From an optimization exercise on the open Yosys and OpenROAD flow, aimed at small area; shortcuts taken in it are not production practice. At most, simulation tests tie the RTL to the original design; equivalence was not proved. No functional check of the RTL was part of run 3. No driver is modelled on the clock port, so clocking that relies on it looks cheaper here than on a real chip. Power figures rest on the tool's default switching activity, not on a simulated workload.

$ cat flow/standard.sh
#!/bin/bash
# synth_recipe.tcl (not shown) runs the flow's synth.tcl, then flattens the netlist and writes it again
# the make line also repeats each setting of config.mk as NAME=value (left out here)
make -C /OpenROAD-flow-scripts/flow DESIGN_CONFIG=/design/flow/config.mk WORK_HOME=/design/flow/orfs CLKGATE_MAP_FILE= SYNTH_SCRIPT=/design/flow/synth_recipe.tcl "${@:-finish}"
$ cat flow/config.mk
export PLATFORM = sky130hd
export DESIGN_NAME = dma_pgen
export DESIGN_NICKNAME = dma_pgen
export VERILOG_FILES = /design/flow/design.v
export SDC_FILE = /design/flow/constraint.sdc
export NUM_CORES = 4
export LEC_CHECK = 0
export CAP_MARGIN = 20
export CORE_MARGIN = 2
export CORE_UTILIZATION = 50
export SLEW_MARGIN = 20
export SYNTH_HIERARCHICAL = 1
export SYNTH_MINIMUM_KEEP_SIZE = 0
$ cat flow/flow/run.sh
#!/bin/bash
# Standard layout, with the smallest buffer on the ports and no CTS dummy loads.
set -euo pipefail
bash standard.sh \
  "BUFFER_PORTS_ARGS=-buffer_cell sky130_fd_sc_hd__buf_1" \
  "CTS_ARGS=-sink_clustering_enable -repair_clock_nets -dont_use_dummy_load -buf_list sky130_fd_sc_hd__clkbuf_16 -sink_clustering_size 30 -sink_clustering_max_diameter 90" \
  finish > standard.log 2>&1
$ cat flow/constraint.sdc
create_clock -name core_clock -period 5.0 [get_ports {clk}]
set_input_delay 1.0000 -clock core_clock [delete_from_list [all_inputs] [get_ports {clk}]]
set_output_delay 1.0000 -clock core_clock [all_outputs]
set_load 0.01 [all_outputs]
$ cat flow/design.v
`timescale 1ns/1ns
package dram_pkg;
  localparam int ADDR_WIDTH = 32;
  localparam int CH_WIDTH   = 5;    
  localparam int BK_WIDTH   = 4;    
  localparam int ROW_WIDTH  = 14;
  localparam int COL_WIDTH  = 5;
  localparam int COL_LSB   = 3;
  localparam int BK_LSB    = 8;
  localparam int ROW_LSB   = 12;
  localparam int CH_LSB    = 26;
  localparam int RANGE_BIT = 31;    
  localparam int CFR_IDX_LSB = 3;   
  localparam int CFR_NUM     = 4;
  typedef logic [ADDR_WIDTH-1:0]      host_addr_t;
  typedef logic [CH_WIDTH-1:0]        ch_addr_t;
  typedef logic [BK_WIDTH-1:0]        bk_addr_t;
  typedef logic [ROW_WIDTH-1:0]       row_addr_t;
  typedef logic [COL_WIDTH-1:0]       col_addr_t;
  typedef logic [$clog2(CFR_NUM)-1:0] cfr_idx_t;
endpackage
`timescale 1ns/1ns
package dma_pkt_pkg;
  localparam int DATA_WIDTH = 64;
  localparam int MASK_WIDTH = DATA_WIDTH / 8;   
  typedef logic [DATA_WIDTH-1:0] data_t;
  typedef logic [MASK_WIDTH-1:0] mask_t;        
  typedef enum logic {
    DRAM_RANGE = 1'b0,
    CFR_RANGE  = 1'b1
  } addr_range_t;
  typedef enum logic {
    WRITE = 1'b0,
    READ  = 1'b1
  } req_type_t;
  typedef enum logic [1:0] {
    DEST_WR   = 2'd0,   
    DEST_RD   = 2'd1,   
    DEST_DREG = 2'd2    
  } dest_t;
endpackage
`timescale 1ns/1ns
`timescale 1ns/1ns
`timescale 1ns/1ns
`timescale 1ns/1ns
module dma_pgen #(
  parameter int QUE_DEPTH = 8,
  parameter int QUE_PFULL = 5
) (
  input  logic                   clk,
  input  logic                   rst,
  input  logic                   in_valid,
  output logic                   in_ready,
  input  dram_pkg::host_addr_t   in_addr,
  input  dma_pkt_pkg::data_t     in_data,
  input  dma_pkt_pkg::mask_t     in_mask,
  input  logic                   in_isrd,
  output logic                   icnt_valid,
  input  logic                   icnt_rdy,
  output dma_pkt_pkg::req_type_t icnt_req_type,
  output dram_pkg::ch_addr_t     icnt_ch,
  output dram_pkg::bk_addr_t     icnt_bk,
  output dram_pkg::row_addr_t    icnt_row,
  output dram_pkg::col_addr_t    icnt_col,
  output dma_pkt_pkg::data_t     icnt_data,
  output dma_pkt_pkg::mask_t     icnt_mask,
  output logic                   orde_valid,
  input  logic                   orde_rdy,
  output dram_pkg::ch_addr_t     orde_ch,
  output dram_pkg::bk_addr_t     orde_bk,
  output dram_pkg::row_addr_t    orde_row,
  output dram_pkg::col_addr_t    orde_col,
  output logic                   dreg_valid,
  input  logic                   dreg_rdy,
  output dma_pkt_pkg::data_t     dreg_data
);
  localparam int NSLOT = 6;    
  localparam int EW    = 102;  
  logic       init_done;   
  logic       dec_valid;   
  logic       dec_mk;      
  logic [2:0] tk_ptr;      
  logic [2:0] rd_ptr;      
  logic       empty, pfull, take, exq_wr, load, pop;
  logic [2:0] tk_nx, rd_nx, wr_ptr;
  assign tk_nx  = {tk_ptr[1:0], ~tk_ptr[2]};
  assign rd_nx  = {rd_ptr[1:0], ~rd_ptr[2]};
  assign empty  = (tk_ptr == rd_ptr);
  assign pfull  = (tk_nx == rd_ptr);      
  assign take   = dec_valid && !pfull;
  assign exq_wr = take && dec_mk;
  assign wr_ptr = (dec_valid && dec_mk) ? tk_nx : tk_ptr;
  assign in_ready = init_done && (!dec_valid || !pfull);
  assign load     = in_valid && in_ready;
  always_ff @(posedge clk or posedge rst) begin
    if (rst) begin
      init_done <= 1'b0;
      dec_valid <= 1'b0;
      tk_ptr    <= '0;
      rd_ptr    <= '0;
    end else begin
      init_done <= 1'b1;
      if (load)        dec_valid <= 1'b1;
      else if (!pfull) dec_valid <= 1'b0;
      if (exq_wr) tk_ptr <= tk_nx;
      if (pop)    rd_ptr <= rd_nx;
    end
  end
  logic        in_cfr;
  logic [1:0]  in_idx;
  logic [63:0] cfr_reg [4];
  assign in_cfr = in_addr[31];
  assign in_idx = in_addr[4:3];
  logic [3:0]  cfr_ok;
  logic        cfr_rd, cfr_wr, ok_sel;
  logic [7:0]  keep;          
  logic [63:0] ent_data;      
  assign cfr_rd = in_cfr && in_isrd;
  assign cfr_wr = load && in_cfr && !in_isrd;
  assign ok_sel = cfr_ok[in_idx];
  assign keep   = {8{!cfr_rd}} & ({8{!in_cfr || ok_sel}} | in_mask);
  always_ff @(posedge clk or posedge rst) begin
    if (rst) begin
      cfr_ok <= '0;
    end else if (cfr_wr) begin
      cfr_ok[in_idx] <= 1'b1;
    end
  end
  always_ff @(posedge clk) begin
    for (int r = 0; r < 4; r++) begin
      for (int b = 0; b < 8; b++) begin
        if (cfr_wr && in_idx == r && (in_mask[b] || !cfr_ok[r])) begin
          cfr_reg[r][8*b +: 8] <= ent_data[8*b +: 8];
        end
      end
    end
  end
  logic [EW-1:0]    slot [NSLOT];
  logic [EW-1:0]    ent_d;
  logic [NSLOT-1:0] wr_sel, rd_sel;
  logic [3:0]  cfr_sel;
  assign cfr_sel = {4{cfr_rd}} & cfr_ok &
                   {in_idx == 2'd3, in_idx == 2'd2, in_idx == 2'd1, in_idx == 2'd0};
  for (genvar i = 0; i < 64; i++) begin : g_ent
    logic t0;
    aoi222 u_t0 (.a1(cfr_reg[0][i]), .a2(cfr_sel[0]), .b1(cfr_reg[1][i]), .b2(cfr_sel[1]),
                 .c1(cfr_reg[2][i]), .c2(cfr_sel[2]), .y(t0));
    ao221n u_t1 (.a1(cfr_reg[3][i]), .a2(cfr_sel[3]), .b1(in_data[i]), .b2(keep[i/8]), .cn(t0),
                 .y(ent_data[i]));
  end
  assign ent_d = {in_cfr, in_isrd, in_addr[30:3], ent_data, in_mask};
  assign wr_sel = {wr_ptr[2] & ~wr_ptr[1], wr_ptr[1] & ~wr_ptr[0], wr_ptr[2] & wr_ptr[0],
                   ~wr_ptr[2] & wr_ptr[1], ~wr_ptr[1] & wr_ptr[0], ~wr_ptr[2] & ~wr_ptr[0]};
  assign rd_sel = {rd_ptr[2] & ~rd_ptr[1], rd_ptr[1] & ~rd_ptr[0], rd_ptr[2] & rd_ptr[0],
                   ~rd_ptr[2] & rd_ptr[1], ~rd_ptr[1] & rd_ptr[0], ~rd_ptr[2] & ~rd_ptr[0]};
  always_ff @(posedge clk) begin
    if (load) dec_mk <= !in_cfr || in_isrd;
    for (int k = 0; k < NSLOT; k++) begin
      if (load && wr_sel[k]) slot[k] <= ent_d;
    end
  end
  logic [EW-1:0] head;
  for (genvar i = 0; i < EW; i++) begin : g_head
    logic t0, t1;
    aoi222 u_t0 (.a1(slot[0][i]), .a2(rd_sel[0]), .b1(slot[1][i]), .b2(rd_sel[1]),
                 .c1(slot[2][i]), .c2(rd_sel[2]), .y(t0));
    aoi222 u_t1 (.a1(slot[3][i]), .a2(rd_sel[3]), .b1(slot[4][i]), .b2(rd_sel[4]),
                 .c1(slot[5][i]), .c2(rd_sel[5]), .y(t1));
    assign head[i] = !(t0 && t1);
  end
  logic h_cfr, h_rd;
  assign h_cfr = head[101];
  assign h_rd  = head[100];
  assign icnt_valid = !empty && !h_cfr && (!h_rd || orde_rdy);
  assign orde_valid = !empty && !h_cfr && h_rd && icnt_rdy;
  assign dreg_valid = !empty && h_cfr;
  assign pop        = !empty && (h_cfr ? dreg_rdy : (icnt_rdy && (!h_rd || orde_rdy)));
  assign icnt_req_type = dma_pkt_pkg::req_type_t'(h_rd);
  assign {icnt_ch, icnt_row, icnt_bk, icnt_col} = head[99:72];   
  assign {orde_ch, orde_row, orde_bk, orde_col} = head[99:72];
  assign icnt_data = head[71:8];
  assign dreg_data = head[71:8];
  assign icnt_mask = head[7:0];
endmodule
module aoi222 (
  input  logic a1, a2, b1, b2, c1, c2,
  output logic y
);
  assign y = !((a1 && a2) || (b1 && b2) || (c1 && c2));
endmodule
module ao221n (
  input  logic a1, a2, b1, b2, cn,
  output logic y
);
  assign y = (a1 && a2) || (b1 && b2) || !cn;
endmodule
==> results.toml, run 1 <==
[logic_synthesis]
synthMuxAreaShare = 0.00268
async_flop_share = 0.0136
synth.yosys.seq_area_share = 0.830
yosys.area.top_type_share = 0.821
synth_top_area_cell = "edfxtp_1"
synth_top_family_by_area = "compound AO/OA/AOI/OAI gates"
synthAdderAreaFrac = 0
synthSimpleGateAreaFrac = 0.0317
synth-edff-count = 869
synth.distinct_cells = 41
synthXorXnorAreaFrac = 0.00236
synth_seq_cells = 881
syn_area_um2 = 31800
synth.area.top_cells = "edfxtp_1 (82%), a222oi_1 (8.4%), buf_4 (2.2%)"
syn_inst = 1616
syn_area_per_cell_um2 = 19.7
synth_compound_area_frac = 0.108
synthTopCellsByCount = "edfxtp_1 (869), a222oi_1 (268), nand2_1 (170), buf_4 (94), a22oi_1 (65)"
synthFlopType = "edfxtp_1"
ys_warn_count = 11
synth.most_common_cell = "edfxtp_1"

[routing]
drc = 0
totalWireLength_um = 75700
vias_per_cell = 6.29
drtAntennaViolNets = 0
wire_per_inst_um = 27.6
vias = 17200
drtIter0Drc = 2544
drtPass1Iterations = 12

[die]
ioPinCount = 308
die_x_um = 256
die_area_um2 = 65600
core_um2 = 63000
dieHeight_um = 256
num_rows = 92
initial_core_util = 0.505

[sta]
period_needed_ns = 4.30
setup_violations = 0
min_period_over_period = 0.860
tightest_slew_ns = 1.11
clock_skew_ns = 0.0245
fmax_mhz = 233
rsz0062_at_grt = "false"
hold_viol = 0
setup_tns_ns = 0
relSlewSlack = 0.263
slew_viol_final = 0

[finish]
largest_reg_flops = 612
final_nets = 2008
area_growth_pct = 9.22
drive_gt1_frac = 0.0591
fillCellCount = 4940

[critical_path]
cp-start-kind = "register"
crit_path_max_fanout = 64
ff2ff_path_depth = 4
cp.arrival_ns = 3.30
worstReg2RegStart = "cfr_ok[1]$_DFFE_PP0N_"
rr_endpoint = "cfr_reg[1][35]$_DFFE_PP_"
cp.required_ns = 4.00
cp-end-kind = "output port"
r2r_setup_slack_ns = 2.08
criticalPathCategory = "register to output port"

[power]
powerDensity_nw_per_um2 = 520
max-vdd-ir-drop_mv = 0.419
p_total_mw = 18.0
p_leak_nw = 10.9

[global_routing]
antenna_found_initial = 6
grt_overflow = 0
grt.total_usage = 0.226
grt_max_degree = 103
grt_pass1_wl_um = 110000
grt_pass1_vias = 17100

[run]
max_cap_violations = 0

[placed_design]
portBuffers = 304
gp_congestion = 0.712
dp_hpwl_um = 40900

[clock_tree]
cts_setup_buffers = 0
ctsLongestPathBuffers = 3
tritoncts = "yes"
numClockSinks = 881
post_cts_resized = 0
holdBufCountCts = 0
insertion_delay_ns = 0.60
clk_pin_slew_worst_paths_ns = 0.10
cts_made_buffers = 35
h-tree-depth = 2
root_buffer = "clkbuf_16"

[status]
status = "timing/DRC/antenna clean"

[worst_hold_path]
hold_path.class = "input pin to asynchronous set/reset pin"
-- where the power goes --
| part | internal [mW] | leakage (nW) | switching [mW] |
|---|---|---|---|
| clock | 1.27 | 0.431 | 2.02 |
| combinational | 1.69 | 2.42 | 4.00 |
| sequential | 8.81 | 8.07 | 0.262 |
-- Yosys stat by module, one instance, submodules excluded --
module    area (um2)  flip-flops and latches  copies in the design  cells
dma_pgen       28400                     881                     1   1220
ao221n          11.3                       0                    64      2
aoi222          10.0                       0                   268      1
-- cell families (layout without fill, tap and decap cells) --
logic type                Yosys count  count (layout)
DFF                               881             881
other                               1               2
buffers and inverters             114             393
xor gates and xnor gates            6               6
muxes                               6               6
AOI/OAI and AO/OA                 383             383
and+or+nand+nor                   225             225
-- how the worst max path moves through the flow --
stage                                        to  depth (start not counted)                   from  slack (ns)
after floorplan            slot[2][0]$_DFFE_PP_                          2               in_valid       -1.67
after global placement               orde_valid                          5  rd_ptr[2]$_DFFE_PP0P_        1.26
after detailed placement  slot[2][43]$_DFFE_PP_                          6             in_addr[3]        1.25
after CTS                           orde_col[0]                          5  rd_ptr[2]$_DFFE_PP0P_        0.66
after global routing                orde_col[0]                          5  rd_ptr[2]$_DFFE_PP0P_        0.57
final                               orde_col[0]                          5  rd_ptr[2]$_DFFE_PP0P_        0.70
-- stage by stage --
stage | hold WS [ns] | std cells | worst slack (ns) | area, um2 | utilization
2_1_floorplan | 0.513 | 1616 | -1.67 | 31800 | -
3_3_place_gp | 0.537 | 2704 | 1.26 | 33800 | 0.537
3_5_place_dp | 0.545 | 2706 | 1.25 | 33900 | 0.538
4_1_cts | 0.455 | 2741 | 0.665 | 34700 | 0.552
5_1_grt | 0.486 | 2741 | 0.567 | 34700 | 0.552
6_report | 0.481 | 2742 | 0.702 | 34700 | 0.552
-- placed cells by master (no fill, tap or decap), types with 7 or more instances in the layout --
master     synthesis  final
buf_4             94     28
buf_12             0     14
dfrtp_1           12     12
a21oi_1           39     37
nor2_1            18     12
edfxtp_1         869    869
a222oi_1         268    268
nor2_4             1      7
nand2_1          170    170
buf_1              1    304
o21ai_0            8      8
clkbuf_16          0     35
a22oi_1           65     65
inv_1             11     11
-- critical path, stage by stage (launching register included) --
cell	delay (ns)
dfrtp_1	0.64
and2_4	0.90
buf_4	0.52
a222oi_1	0.19
nand2_1	0.25
buf_1	0.18
-- routing by layer --
layer	routed length (um)	GRT usage
met1	30800	0.308
met4	1830	0.0596
met5	69	0
met2	37100	0.379
met3	5880	0.0377
-- cell type report --
cell class / count / area (um2) / area share
flip-flops and latches: 881 / 26400 / 0.760
multi-input cells: 621 / 4700 / 0.135
repair buffers: 347 / 1660 / 0.0478
well taps: 846 / 1060 / 0.0305
clock buffers: 35 / 876 / 0.0252
inverters: 11 / 41.3 / 0.00119
diodes: 1 / 2.50 / 0.0000721
==> inputs of run 2 (changes only) <==
==> flow/flow/run.sh (replaced) <==
#!/bin/bash
# Standard layout, with the smallest buffer on the ports, no CTS dummy loads,
# and cells downsized where timing allows after CTS.
set -euo pipefail
bash standard.sh \
  "BUFFER_PORTS_ARGS=-buffer_cell sky130_fd_sc_hd__buf_1" \
  "CTS_ARGS=-sink_clustering_enable -repair_clock_nets -dont_use_dummy_load -buf_list sky130_fd_sc_hd__clkbuf_16 -sink_clustering_size 30 -sink_clustering_max_diameter 90" \
  "POST_CTS_TCL=$PWD/flow/recover.tcl" \
  finish > standard.log 2>&1
==> flow/flow/recover.tcl (new file) <==
# After CTS: downsize cells on paths with timing slack to spare, then re-legalize.
puts "POST_CTS: downsizing cells with slack to spare"
estimate_parasitics -placement
report_design_area
repair_timing -recover_power 100 -verbose
report_design_area
detailed_placement
check_placement -verbose
--- a/flow/config.mk
+++ b/flow/config.mk
@@ -8,5 +8,5 @@
 export CAP_MARGIN = 20
 export CORE_MARGIN = 2
-export CORE_UTILIZATION = 50
+export CORE_UTILIZATION = 40
 export SLEW_MARGIN = 20
 export SYNTH_HIERARCHICAL = 1
==> results.toml, run 2 <==
[finish]
largest_reg_flops = 612
seq_area_um2 = 26400
drive_gt1_frac = 0.0545
mostFrequentLayoutCell = "edfxtp_1"
antenna_cells = 0
mostFrequentLayoutCells = "edfxtp_1 (869), buf_1 (293), a222oi_1 (268), nand2_1 (170), a22oi_1 (65)"
area_growth_pct = 10.5
multi_input_area_um2 = 4620
fin_util = 0.446
final_nets = 2038
fillCellCount = 6829
fin_area_um2 = 35100

[routing]
drc = 0
vias_per_cell = 5.91
wire_per_inst_um = 27.4
vias = 17600
totalWireLength_um = 81500
drtPass1Iterations = 9
drtIter0Drc = 2439
drtAntennaViolNets = 0

[sta]
clock_skew_ns = 0.0590
whs_ns = 0.463
relSlewSlack = 0.218
rsz0062_at_grt = "false"
setup_violations = 0
hold_viol = 0
min_period_over_period = 0.888
period_needed_ns = 4.44
fmax_mhz = 225
slew_viol_final = 0
tightest_slew_ns = 1.16

[critical_path]
cp.arrival_ns = 3.44
ff2ff_path_depth = 4
worstReg2RegStart = "rd_ptr[1]$_DFFE_PP0P_"
startpoint = "rd_ptr[2]$_DFFE_PP0P_"
crit_path_max_fanout = 65
criticalPathCategory = "register to output port"
cp-start-kind = "register"
cp-end-kind = "output port"
cp.required_ns = 4.00
cp-endpoint = "dreg_data[44]"
rr_endpoint = "cfr_reg[3][55]$_DFFE_PP_"
r2r_setup_slack_ns = 1.60

[global_routing]
grt_pass1_wl_um = 117000
grt_overflow = 0
antenna_found_initial = 5
grt.total_usage = 0.194
grt_pass1_vias = 17400
grt_max_degree = 103

[clock_tree]
tritoncts = "yes"
numClockSinks = 881
clk_pin_slew_worst_paths_ns = 0.11
insertion_delay_ns = 0.60

[logic_synthesis]
synthXorXnorAreaFrac = 0.00236
synth.yosys.seq_area_share = 0.830
synth_compound_area_frac = 0.108
syn_inst = 1616
syn_area_per_cell_um2 = 19.7
synthMuxAreaShare = 0.00268
synth_top_family_by_area = "compound AO/OA/AOI/OAI gates"
synthFlopType = "edfxtp_1"
synthAdderAreaFrac = 0
async_flop_share = 0.0136
yosys.area.top_type_share = 0.821
synth_seq_cells = 881
synth.distinct_cells = 41
synthTopCellsByCount = "edfxtp_1 (869), a222oi_1 (268), nand2_1 (170), buf_4 (94), a22oi_1 (65)"
syn_area_um2 = 31800
synth.area.top_cells = "edfxtp_1 (82%), a222oi_1 (8.4%), buf_4 (2.2%)"
ys_warn_count = 11
synth-edff-count = 869
synth_top_area_cell = "edfxtp_1"
synth.most_common_cell = "edfxtp_1"
synthSimpleGateAreaFrac = 0.0317

[power]
p_total_mw = 18.3
max-vdd-ir-drop_mv = 0.263
p_leak_nw = 11.0
powerDensity_nw_per_um2 = 521

[placed_design]
gp_congestion = 0.714
portBuffers = 304
placed_area_um2 = 34200
dp_hpwl_um = 44500

[die]
initial_core_util = 0.403
num_rows = 103
die_x_um = 286
ioPinCount = 308
dieHeight_um = 286
core_um2 = 78900
die_area_um2 = 81800

[worst_hold_path]
hold_path.class = "input pin to asynchronous set/reset pin"

[run]
max_cap_violations = 0

[status]
status = "timing/DRC/antenna clean"
run 2: cell counts after synthesis:
No cell type changed its count.
run 2: cells by family after synthesis:
logic type	count (synthesis)
flip-flops	881
other	1
AND/OR/NAND/NOR	225
XOR/XNOR	6
buffers and inverters	114
multiplexers	6
AO/OA/AOI/OAI	383
run 2: per-module statistics from Yosys, one instance, submodules excluded:
module / times used / cells inside / flops+latches
ao221n: 64 / 2 / 0
aoi222: 268 / 1 / 0
dma_pgen: 1 / 1220 / 881
run 2: how the worst min path moves through the flow:
stage               depth (start not counted)  slack [ns]           startpoint                     to
finish                                      2        0.46                  rst    init_done$_DFF_PP0_
global route                                2        0.50                  rst  cfr_ok[0]$_DFFE_PP0N_
detailed placement                          2        0.56  init_done$_DFF_PP0_  dec_valid$_DFFE_PP0P_
global placement                            2        0.55  init_done$_DFF_PP0_  dec_valid$_DFFE_PP0P_
floorplan                                   2        0.51  init_done$_DFF_PP0_  dec_valid$_DFFE_PP0P_
run 2: per-layer routing:
metal  global-route usage  share of wire
met5                    0        0.00075
met4               0.0391          0.017
met3               0.0337          0.081
met2                0.323           0.48
met1                0.270           0.42
run 2: worst max-delay path, stage by stage, from the launching register on:
cell and delay [ns]:
dfrtp_1 0.62, and2_4 0.98, clkbuf_2 0.62, a222oi_1 0.22, nand2_1 0.20, buf_1 0.18
run 2: power breakdown:
part	internal [mW]	switching, mW
clock	1.34	2.04
sequential	8.81	0.260
combinational	1.71	4.16
total	11.9	6.45
run 2: area by class of cell:
| type | count | share of cell area |
|---|---|---|
| flip-flops and latches | 881 | 0.751 |
| multi-input cells | 621 | 0.131 |
| repair buffers | 375 | 0.0526 |
| well taps | 1050 | 0.0374 |
| clock buffers | 37 | 0.0263 |
| inverters | 11 | 0.00117 |
run 2: metrics by stage:
| stage | cells | worst slack [ns] | TNS, ns |
|---|---|---|---|
| 6_report | 2975 | 0.560 | 0 |
| 5_1_grt | 2975 | 0.405 | 0 |
| 3_5_place_dp | 2929 | 1.11 | 0 |
| 3_3_place_gp | 2929 | 1.20 | 0 |
| 2_1_floorplan | 1616 | -1.67 | -810.48 |
==> inputs of run 3 (changes only) <==
--- a/flow/design.v
+++ b/flow/design.v
@@ -138,5 +138,4 @@
   logic [EW-1:0]    slot [NSLOT];
   logic [EW-1:0]    ent_d;
-  logic [NSLOT-1:0] wr_sel, rd_sel;
   logic [3:0]  cfr_sel;
   assign cfr_sel = {4{cfr_rd}} & cfr_ok &
@@ -150,22 +149,24 @@
   end
   assign ent_d = {in_cfr, in_isrd, in_addr[30:3], ent_data, in_mask};
-  assign wr_sel = {wr_ptr[2] & ~wr_ptr[1], wr_ptr[1] & ~wr_ptr[0], wr_ptr[2] & wr_ptr[0],
-                   ~wr_ptr[2] & wr_ptr[1], ~wr_ptr[1] & wr_ptr[0], ~wr_ptr[2] & ~wr_ptr[0]};
-  assign rd_sel = {rd_ptr[2] & ~rd_ptr[1], rd_ptr[1] & ~rd_ptr[0], rd_ptr[2] & rd_ptr[0],
-                   ~rd_ptr[2] & rd_ptr[1], ~rd_ptr[1] & rd_ptr[0], ~rd_ptr[2] & ~rd_ptr[0]};
+  localparam int NGRP = 6;
+  localparam int GW   = EW / NGRP;
+  logic [NSLOT-1:0] wr_en [NGRP];
+  logic [EW-1:0]    head;
+  for (genvar g = 0; g < NGRP; g++) begin : g_grp
+    jdec_en u_wr (.en(load), .p(wr_ptr), .sel(wr_en[g]));
+    head_grp #(.W(GW)) u_head (
+      .p  (rd_ptr),
+      .s0 (slot[0][g*GW +: GW]), .s1 (slot[1][g*GW +: GW]), .s2 (slot[2][g*GW +: GW]),
+      .s3 (slot[3][g*GW +: GW]), .s4 (slot[4][g*GW +: GW]), .s5 (slot[5][g*GW +: GW]),
+      .y  (head[g*GW +: GW])
+    );
+  end
   always_ff @(posedge clk) begin
     if (load) dec_mk <= !in_cfr || in_isrd;
     for (int k = 0; k < NSLOT; k++) begin
-      if (load && wr_sel[k]) slot[k] <= ent_d;
-    end
-  end
-  logic [EW-1:0] head;
-  for (genvar i = 0; i < EW; i++) begin : g_head
-    logic t0, t1;
-    aoi222 u_t0 (.a1(slot[0][i]), .a2(rd_sel[0]), .b1(slot[1][i]), .b2(rd_sel[1]),
-                 .c1(slot[2][i]), .c2(rd_sel[2]), .y(t0));
-    aoi222 u_t1 (.a1(slot[3][i]), .a2(rd_sel[3]), .b1(slot[4][i]), .b2(rd_sel[4]),
-                 .c1(slot[5][i]), .c2(rd_sel[5]), .y(t1));
-    assign head[i] = !(t0 && t1);
+      for (int g = 0; g < NGRP; g++) begin
+        if (wr_en[g][k]) slot[k][g*GW +: GW] <= ent_d[g*GW +: GW];
+      end
+    end
   end
   logic h_cfr, h_rd;
@@ -195,2 +196,28 @@
   assign y = (a1 && a2) || (b1 && b2) || !cn;
 endmodule
+module jdec_en (
+  input  logic       en,
+  input  logic [2:0] p,
+  output logic [5:0] sel
+);
+  assign sel = {6{en}} & {p[2] & ~p[1], p[1] & ~p[0], p[2] & p[0],
+                          ~p[2] & p[1], ~p[1] & p[0], ~p[2] & ~p[0]};
+endmodule
+module head_grp #(
+  parameter int W = 17
+) (
+  input  logic [2:0]   p,
+  input  logic [W-1:0] s0, s1, s2, s3, s4, s5,
+  output logic [W-1:0] y
+);
+  logic [5:0] sel;
+  jdec_en u_dec (.en(1'b1), .p(p), .sel(sel));
+  for (genvar i = 0; i < W; i++) begin : g_bit
+    logic t0, t1;
+    aoi222 u_t0 (.a1(s0[i]), .a2(sel[0]), .b1(s1[i]), .b2(sel[1]), .c1(s2[i]), .c2(sel[2]),
+                 .y(t0));
+    aoi222 u_t1 (.a1(s3[i]), .a2(sel[3]), .b1(s4[i]), .b2(sel[4]), .c1(s5[i]), .c2(sel[5]),
+                 .y(t1));
+    assign y[i] = !(t0 && t1);
+  end
+endmodule
==> flow/flow/run.sh (replaced) <==
#!/bin/bash
# Standard layout, with the smallest buffer on the ports and no CTS dummy loads.
set -euo pipefail
bash standard.sh \
  "BUFFER_PORTS_ARGS=-buffer_cell sky130_fd_sc_hd__buf_1" \
  "CTS_ARGS=-sink_clustering_enable -repair_clock_nets -dont_use_dummy_load -buf_list sky130_fd_sc_hd__clkbuf_16 -sink_clustering_size 30 -sink_clustering_max_diameter 90" \
  finish > standard.log 2>&1
--- a/flow/config.mk
+++ b/flow/config.mk
@@ -8,5 +8,5 @@
 export CAP_MARGIN = 20
 export CORE_MARGIN = 2
-export CORE_UTILIZATION = 40
+export CORE_UTILIZATION = 50
 export SLEW_MARGIN = 20
 export SYNTH_HIERARCHICAL = 1
removed: flow/flow/recover.tcl
==> results.toml, run 3 <==
[status]
status = "timing/DRC/antenna clean"

[sta]
period_needed_ns = 4.23
fmax_mhz = 237
setup_tns_ns = 0
slew_viol_final = 0
setup_violations = 0
rsz0062_at_grt = "false"
clock_skew_ns = 0.0581
min_period_over_period = 0.845
hold_viol = 0
tightest_slew_ns = 1.12
relSlewSlack = 0.252

[die]
ioPinCount = 308
core_um2 = 64200
die_x_um = 258
initial_core_util = 0.504
die_area_um2 = 66700
num_rows = 93
dieHeight_um = 258

[power]
clkPwrFrac = 0.201
p_sw_frac = 0.319
powerDensity_nw_per_um2 = 475
sequentialPowerShare = 0.549
max-vdd-ir-drop_mv = 0.263
intPower_mw = 11.4
p_leak_nw = 11.5
power.net_switching_mw = 5.32
p_total_mw = 16.7
power_frac_comb = 0.250

[global_routing]
grt_overflow = 0
grt_max_degree = 57
grt_pass1_wl_um = 111000
grt.total_usage = 0.223
antenna_found_initial = 14
grt_pass1_vias = 17000

[finish]
multi_input_area_um2 = 5360
fillCellCount = 5049
drive_gt1_frac = 0.0562
mostFrequentLayoutCell = "edfxtp_1"
fin_area_um2 = 35100
largest_reg_flops = 612
fin_util = 0.547
area_growth_pct = 8.65
final_nets = 2072
seq_area_um2 = 26400
mostFrequentLayoutCells = "edfxtp_1 (869), buf_1 (304), a222oi_1 (268), nand2_1 (174), a22oi_1 (64)"

[clock_tree]
insertion_delay_ns = 0.59
post_cts_resized = 0
cts_made_buffers = 36
root_buffer = "clkbuf_16"
cts_setup_buffers = 0
tritoncts = "yes"
holdBufCountCts = 0
ctsLongestPathBuffers = 3
numClockSinks = 881
clk_pin_slew_worst_paths_ns = 0.10
h-tree-depth = 2

[logic_synthesis]
synth.most_common_cell = "edfxtp_1"
syn_area_per_cell_um2 = 19.5
synthFlopType = "edfxtp_1"
synth_top_area_cell = "edfxtp_1"
ys_warn_count = 12
synth_seq_cells = 881
synth.distinct_cells = 41
synth-edff-count = 869
async_flop_share = 0.0136
synth.yosys.seq_area_share = 0.816
synthTopCellsByCount = "edfxtp_1 (869), a222oi_1 (268), nand2_1 (174), buf_4 (92), a22oi_1 (64)"
syn_area_um2 = 32300
yosys.area.top_type_share = 0.807
synth.area.top_cells = "edfxtp_1 (81%), a222oi_1 (8.3%), buf_4 (2.1%)"
syn_inst = 1662

[routing]
totalWireLength_um = 76400
wl_met3_um = 6440
vias = 17700
drtAntennaViolNets = 0
wl_met1_um = 30900
vias_per_cell = 6.27
drtPass1Iterations = 11
drtIter0Drc = 2591
met2_length_um = 37500
wire_per_inst_um = 27.1
maxUsedRoutingLayer = "met5"
drc = 0

[critical_path]
cp.required_ns = 4.00
criticalPathCategory = "register to output port"
crit_path_max_fanout = 17
cp-end-kind = "output port"
cp.arrival_ns = 3.23
cp-start-kind = "register"

[placed_design]
gp_congestion = 0.724
placed_area_um2 = 34200
dp_hpwl_um = 45200
portBuffers = 304

[run]
max_cap_violations = 0

[worst_hold_path]
hold_path.class = "input pin to asynchronous set/reset pin"
==> run 3: per-layer routing <==
| layer | vias up | GRT usage |
|---|---|---|
| met5 | - | 0 |
| met1 | 9093 | 0.313 |
| li1 | 7704 | - |
| met2 | 789 | 0.365 |
| met3 | 86 | 0.0393 |
| met4 | 12 | 0.0602 |
==> run 3: cells by family after synthesis <==
group                  Yosys count  share of synthesized area
multiplexers                     8                    0.00294
buffers and inverters          109                     0.0234
flip-flops                     881                      0.816
other                            7                   0.000813
XOR/XNOR                         6                    0.00186
AO/OA/AOI/OAI                  377                      0.106
AND/OR/NAND/NOR                274                     0.0484
==> run 3: critical path: stages, from the launching register on <==
cell      delay, ns
dfrtp_1        0.81
buf_4          0.36
and3b_1        0.83
a222oi_1       0.23
nand2_1        0.22
buf_1          0.18
==> run 3: through the flow <==
stage,std cells,setup slack [ns],hold WS [ns]
global placement,2778,1.04,0.556
floorplan,1692,0.315,0.491
global route,2819,0.568,0.438
CTS,2814,0.552,0.421
finish,2821,0.774,0.427
detailed placement,2778,0.947,0.565
==> run 3: Yosys stat by module, one instance, submodules excluded, excerpt <==
module	cell area, um2	cells inside	flops+latches
dma_pgen	27900	1086	881
jdec_en	55.1	6	0
ao221n	11.3	2	0
aoi222	10.0	1	0
==> run 3: worst paths after layout <==
kind | start | to | slack [ns] | depth (start not counted)
setup / recovery | rd_ptr[2]$_DFFE_PP0P_ | icnt_mask[6] | 0.77 | 5
hold / removal | rst | dec_valid$_DFFE_PP0P_ | 0.43 | 2
setup reg to reg | rd_ptr[0]$_DFFE_PP0P_ | slot[4][101]$_DFFE_PP_ | 1.38 | 5
hold reg to reg | init_done$_DFF_PP0_ | dec_valid$_DFFE_PP0P_ | 0.59 | 2
max in group asynchronous | rst | rd_ptr[1]$_DFFE_PP0P_ | 4.18 | 2
min in group core_clock | init_done$_DFF_PP0_ | dec_valid$_DFFE_PP0P_ | 0.59 | 2
==> run 3: power by group through the flow <==
| stage | Clock, mW | Combinational, mW | Sequential (mW) |
|---|---|---|---|
| CTS | 3.43 | 4.22 | 9.15 |
| finish | 3.35 | 4.18 | 9.15 |
| detailed placement | 0 | 4.22 | 9.32 |
| global placement | 0 | 4.16 | 9.29 |
| floorplan | 0 | 3.01 | 9.18 |
| global route | 3.67 | 4.52 | 9.21 |
==> run 3: final cells by class <==
| type | instances | area share |
|---|---|---|
| flip-flops and latches | 881 | 0.751 |
| multi-input cells | 702 | 0.152 |
| repair buffers | 330 | 0.0387 |
| well taps | 855 | 0.0304 |
| clock buffers | 36 | 0.0256 |
| inverters | 10 | 0.00107 |
| diodes | 7 | 0.000498 |

## static timing again, ports no longer ideal
How much do the figures lean on ideal ports? The routed layouts below were timed once more, with nothing changed but the port constraints.
Step 1 (the two cells are an assumption about what drives the block):
set clk [get_ports {clk}]
set_driving_cell -lib_cell sky130_fd_sc_hd__clkbuf_16 $clk
set_driving_cell -lib_cell sky130_fd_sc_hd__buf_2 [delete_from_list [all_inputs] $clk]
Step 2 times the ports against the registers' clock, not the clock port: input delays grow and output delays shrink by t, the midpoint of the rising clock arrivals with the driver on.
Slacks: no drivers / after step 1 / after step 2; pairs: no drivers / after step 1.
run	t, ns	slack for setup (ns)	hold slack, ns	latest minus earliest clock arrival (ns)	cell pins on the clock port's net
run 1	0.641	0.702 / 0.642 / 1.206	0.481 / 0.442 / 0.570	0.038 / 0.038	1
run 2	0.631	0.560 / 0.499 / 0.842	0.463 / 0.422 / 0.564	0.063 / 0.063	1
run 3	0.621	0.774 / 0.714 / 0.829	0.427 / 0.418 / 0.587	0.069 / 0.069	1
After both steps setup and hold are still met in every run listed.
